This design comes from an exercise in tuning for small area on the open sky130 flow, not from production work.
At most, simulation tests tie the RTL to the original design; equivalence was not proved.

## run 1
Design layer_top, start of the top module:
module layer_top (
   input  logic             clk,
   input  logic             reset,
   input  logic             s_valid,
   input  logic             m_ready,
   input  layer_pkg::data_t data_in,
   output logic             s_ready,
   output logic             m_valid,
   output layer_pkg::data_t data_out
);
Settings: LEC_CHECK=0, CAP_MARGIN=20, CORE_MARGIN=2, CORE_UTILIZATION=40, SLEW_MARGIN=20; clock period 7.0 ns.
standard.sh (not shown) runs the stock make flow with config.mk's settings and CLKGATE_MAP_FILE= SYNTH_SCRIPT=/design/flow/synth_recipe.tcl, a recipe that flattens the netlist after the stock synthesis.
==> flow/flow/run.sh <==
#!/bin/bash
# The standard synthesis, then its combinational logic mapped again by
# ABC with an area-oriented script (flow/abc_resyn.script): the standard
# synthesis's registers and adder cells stay exactly as they are, with their
# names. Then the standard layout of that netlist, with extra ORFS make
# variables from flow/make_vars (one per line).
# Logs: flow_synth.log and flow_make.log (make's output), flow_resyn.log
# (Yosys); each ORFS step also keeps its own log under orfs/logs.
set -euo pipefail
args=()
while IFS= read -r line; do
   [[ -z "$line" || "$line" == \#* ]] && continue
   args+=("$line")
done < flow/make_vars

bash standard.sh "${args[@]}" synth > flow_synth.log 2>&1

RES=orfs/results/$FLOW_PLATFORM/layer_top/base
LIB=$FLOW_HOME/platforms/$FLOW_PLATFORM/lib/sky130_fd_sc_hd__tt_025C_1v80.lib
YOSYS=$FLOW_HOME/../tools/install/yosys/bin/yosys
DONT_USE=$(grep -o 'sky130_fd_sc_hd__[a-z0-9_]*' $FLOW_HOME/platforms/$FLOW_PLATFORM/config.mk | sort -u | sed 's/^/-dont_use /' | tr '\n' ' ')
cp $RES/1_2_yosys.v 1_2_yosys_standard.v
cat > resyn.ys <<EOT
read_liberty -ignore_miss_func $LIB
read_verilog 1_2_yosys_standard.v
hierarchy -top $FLOW_TOP
blackbox sky130_fd_sc_hd__dfxtp_1 sky130_fd_sc_hd__edfxtp_1 sky130_fd_sc_hd__fa_1 sky130_fd_sc_hd__ha_1 sky130_fd_sc_hd__conb_1
tee -o resyn_stat_before.txt stat -liberty $LIB
flatten
opt -purge
abc -script $PWD/flow/abc_resyn.script -liberty $LIB $DONT_USE -constr $PWD/orfs/objects/$FLOW_PLATFORM/layer_top/base/abc.constr
splitnets
opt_clean -purge
hilomap -singleton -hicell sky130_fd_sc_hd__conb_1 HI -locell sky130_fd_sc_hd__conb_1 LO
insbuf -buf sky130_fd_sc_hd__buf_4 A X
tee -o resyn_stat_after.txt stat -liberty $LIB
write_verilog -noattr -nohex -nodec 1_2_yosys_resyn.v
EOT
$YOSYS -s resyn.ys > flow_resyn.log 2>&1
# The new netlist must be fully mapped and hold the same registers
cat > resyn_check.ys <<EOT
read_liberty -lib $LIB
read_verilog 1_2_yosys_resyn.v
hierarchy -check -top $FLOW_TOP
check -assert -mapped
EOT
$YOSYS -s resyn_check.ys > flow_resyn_check.log 2>&1
regs() { grep -oE 'sky130_fd_sc_hd__e?dfxtp_[0-9]+ +\\?[^ ]+' "$1" | sort; }
if ! diff <(regs 1_2_yosys_standard.v) <(regs 1_2_yosys_resyn.v) > flow_resyn_regs.diff; then
   echo "registers differ from the standard synthesis" >&2
   exit 1
fi
cp 1_2_yosys_resyn.v $RES/1_2_yosys.v
rm -f $RES/1_synth.odb
bash standard.sh "${args[@]}" finish > flow_make.log 2>&1
==> flow/flow/abc_resyn.script <==
&get -n
&st
&syn2
&dch -f
&nf -a -R 1000
&put
topo
stime -c
dnsize -c
==> flow/flow/make_vars <==
BUFFER_PORTS_ARGS=-buffer_cell sky130_fd_sc_hd__buf_1
CTS_BUF_LIST=sky130_fd_sc_hd__clkbuf_8
GPL_KEEP_OVERFLOW=0
Modified inputs, run 2 compared to run 1
==> flow/flow/abc_resyn.script <==
strash
dch -f
amap
topo
stime -c
==> flow/flow/make_vars <==
BUFFER_PORTS_ARGS=-buffer_cell sky130_fd_sc_hd__buf_1
GPL_KEEP_OVERFLOW=0
CTS_ARGS=-sink_clustering_enable -repair_clock_nets -buf_list sky130_fd_sc_hd__clkbuf_8 -dont_use_dummy_load
==> comparison <==
Die area delta (run 2 − run 1): favourable
Compared with run 1, run 2 shows a synthesized cell count that is 73 higher.
Changes observed in run 2 relative to run 1: final area went down by about 3%; minimum clock period higher.
Against run 1, run 2 reports a final worst setup slack that is lower.
Relative to run 2, the following input files were edited for run 3:
==> flow/flow/make_vars <==
BUFFER_PORTS_ARGS=-buffer_cell sky130_fd_sc_hd__buf_1
CTS_BUF_LIST=sky130_fd_sc_hd__clkbuf_8
GPL_KEEP_OVERFLOW=0
Results
- Run 2 completed end to end with timing, DRC and antenna clean.
- Run 3: no failed stages, no open violations at the end
- From run 2 to run 3 the numbers moved as follows: least setup slack across all paths after layout has increased.
Edits applied to the flow inputs when going from run 3 to run 4:
==> flow/flow/run.sh <==
#!/bin/bash
# The standard layout (standard.sh) with extra ORFS make variables, one
# per line in flow/make_vars. Each ORFS step keeps its own log under
# orfs/logs; make's own output goes to flow_make.log here.
set -euo pipefail
args=()
while IFS= read -r line; do
   [[ -z "$line" || "$line" == \#* ]] && continue
   args+=("$line")
done < flow/make_vars
bash standard.sh "${args[@]}" finish > flow_make.log 2>&1
removed: flow/flow/abc_resyn.script
### Flow results
The run with more setup slack is run 4; run 3 has less.
Run 4 against run 3: multi-input combinational area share higher, wire length has decreased, post-route worst hold slack roughly the same.
Looking at filler cell count, run 4 sits above run 3.
The higher mean post-synth cell area came out of run 4.
Run 4 vs run 3: final weighted congestion in routability-driven placement down
Run comparison: run 3 most frequent standard cell in the layout excluding fill and tap cells sky130_fd_sc_hd__clkinv_1; run 4 most frequent standard cell in the layout excluding fill and tap cells sky130_fd_sc_hd__dfxtp_1
Lower first-iteration DRC count among run 4 and run 3: run 4
Lower transition at the pin with the smallest max-transition slack goes to run 4 over run 3.
Relative to run 3, the instance count of the mapped netlist measured on run 4 has increased slightly.
The inputs of run 5 differ from those of run 4 as listed below.
==> flow/flow/make_vars <==
BUFFER_PORTS_ARGS=-buffer_cell sky130_fd_sc_hd__buf_1
GPL_KEEP_OVERFLOW=0
==> comparison <==
Run 5 against run 4: wire length of the first global-routing pass up 0.43%, count of hold buffers inserted by post-cts repair closely matched the old numbers. Run 5 ran to completion and came out clean on the timing, DRC and antenna checks.
> inputs changed (run 5 -> run 6)
==> flow/flow/make_vars <==
BUFFER_PORTS_ARGS=-buffer_cell sky130_fd_sc_hd__buf_1
CTS_BUF_LIST=sky130_fd_sc_hd__clkbuf_8
GPL_TIMING_DRIVEN=0
==> results.txt <==
Run 6 did not stop at any stage, and its layout met the timing, DRC and antenna checks. Portion of the clock cycle consumed by the worst path in the final layout in run 6 is 2.0 points above run 5. Lower detailed-route wire length on metal 1 goes to run 5 over run 6. As far as hold violation total from the final report goes, run 6 and run 5 are indistinguishable; the numbers are identical. Run 6 vs. run 5: total of plain and repair buffers excluding clock buffers went up by about 200%. NOTE length of routed met3 wiring run 5->run 6 increased by more than a quarter. The met3 track utilization from global routing number comes out higher for run 6 vs run 5. Going from run 5 to run 6, fraction of layout cells with a size suffix above 1 shrinks by 0.52 points.

---

Another version of the RTL of layer_top (not shown whole).
For scale: roughly 1200 cells after synthesis, about 180 flip-flops, ~38 I/O pins, about 12000 um^2 of cells after synthesis.
Settings: LEC_CHECK=0, CAP_MARGIN=20, CORE_MARGIN=2, CORE_UTILIZATION=40, SLEW_MARGIN=20; clock period 7.0 ns.
run.sh (not shown) runs the stock make flow with config.mk's settings and CLKGATE_MAP_FILE= SYNTH_SCRIPT=/design/flow/synth_recipe.tcl, a recipe that flattens the netlist after the stock synthesis.
Stock flow here: none of the scripts above is used.
Rerun with:
==> flow/flow/run.sh (new file) <==
#!/bin/bash
# The standard layout, with the port buffers made of the platform's
# smallest plain buffer instead of the delay buffer buffer_ports picks.
# Each ORFS step keeps its own log under orfs/logs; make's output goes to
# flow_make.log here.
set -euo pipefail
bash standard.sh "BUFFER_PORTS_ARGS=-buffer_cell sky130_fd_sc_hd__buf_1" finish > flow_make.log 2>&1
==> flow/standard.sh (new file) <==
#!/bin/bash
# synth_recipe.tcl (not shown) runs the flow's synth.tcl, then flattens the netlist and writes it again
# the make line also repeats each setting of config.mk as NAME=value (left out here)
make -C /OpenROAD-flow-scripts/flow DESIGN_CONFIG=/design/flow/config.mk WORK_HOME=/design/flow/orfs CLKGATE_MAP_FILE= SYNTH_SCRIPT=/design/flow/synth_recipe.tcl "${@:-finish}"
removed: flow/run.sh
Outcome:
- utilization went down by 0.78 points
- cell area went down by about 1.7%
- synthesized cell count is unchanged
- worst hold slack is better by 4.7 ps
- wire length went up by about 0.7%
No functional check of the RTL was part of any run of this note.

---

Another version of the RTL of layer_top (not shown whole).
For scale: ~1300 cells after synthesis, about 38 I/O pins.
export LEC_CHECK = 0
export CAP_MARGIN = 20
export CORE_MARGIN = 2
export CORE_UTILIZATION = 40
export SLEW_MARGIN = 20
create_clock -name core_clock -period 7.0 [get_ports {clk}]
standard.sh (not shown) runs the stock make flow with config.mk's settings and CLKGATE_MAP_FILE= SYNTH_SCRIPT=/design/flow/synth_recipe.tcl, a recipe that flattens the netlist after the stock synthesis.
==> flow/flow/run.sh <==
#!/bin/bash
# The standard layout (standard.sh) with extra ORFS make variables, one
# per line in flow/make_vars. Each ORFS step keeps its own log under
# orfs/logs; make's own output goes to flow_make.log here.
set -euo pipefail
args=()
while IFS= read -r line; do
   [[ -z "$line" || "$line" == \#* ]] && continue
   args+=("$line")
done < flow/make_vars
bash standard.sh "${args[@]}" finish > flow_make.log 2>&1
==> flow/flow/make_vars <==
BUFFER_PORTS_ARGS=-buffer_cell sky130_fd_sc_hd__buf_1
GLOBAL_PLACEMENT_ARGS=-timing_driven_repair_tns_end_percent 0
The first run finished clean.
Edit:
==> flow/flow/make_vars (replaced) <==
BUFFER_PORTS_ARGS=-buffer_cell sky130_fd_sc_hd__buf_1
CTS_BUF_LIST=sky130_fd_sc_hd__clkbuf_8
Effect:
- final area went down slightly
- die area does not change
- clock-buffer cell count went down by 2
- setup slack gets worse by 0.0071 ns
Function was not checked in any run of this note: the RTL went through the layout flow alone.

-- static timing again, ports no longer ideal --
No port has a modelled driver above. Below, the same layouts with a new extraction and two added sets of constraints.
Step 1 assumes that a clkbuf_16 drives the clock port and a buf_2 every other input.
Step 2, shift: input delay + t, output delay - t, t = (earliest + latest rising clock arrival at the registers) / 2. This alone moves slack from input paths to output paths.
Slacks: ideal ports / drivers / drivers and shift; pairs: ideal ports / drivers.
run | shift t [ns] | setup WS [ns] | worst setup path at the end | latest minus earliest clock arrival (ns)
run 1 | 0.504 | 0.441 / 0.441 / 0.441 | register to register | 0.028 / 0.027
run 2 | 0.497 | 0.427 / 0.427 / 0.261 | input to register | 0.058 / 0.059
run 3 | 0.512 | 0.446 / 0.446 / 0.310 | input to register | 0.028 / 0.029
run 4 | 0.519 | 0.504 / 0.504 / 0.504 | register to register | 0.029 / 0.030
run 5 | 0.484 | 0.475 / 0.475 / 0.475 | register to register | 0.021 / 0.021
run 6 | 0.504 | 0.338 / 0.338 / 0.338 | register to register | 0.025 / 0.025
the first run of note 2 | 0.489 | 0.257 / 0.283 / -0.206 | input to register | 0.017 / 0.017
the second run of note 2 | 0.488 | 0.303 / 0.303 / -0.088 | input to register | 0.014 / 0.014
the first run of note 3 | 0.488 | 0.340 / 0.340 / 0.115 | input to register | 0.013 / 0.013
the second run of note 3 | 0.524 | 0.333 / 0.333 / 0.116 | input to register | 0.020 / 0.020
With both steps, setup timing fails in the first run of note 2 and the second run of note 2, where it was met with ideal ports. The setup slack of the first run of note 2, which loses most, moves by +0.026 ns with the drivers and by -0.463 ns with both steps.
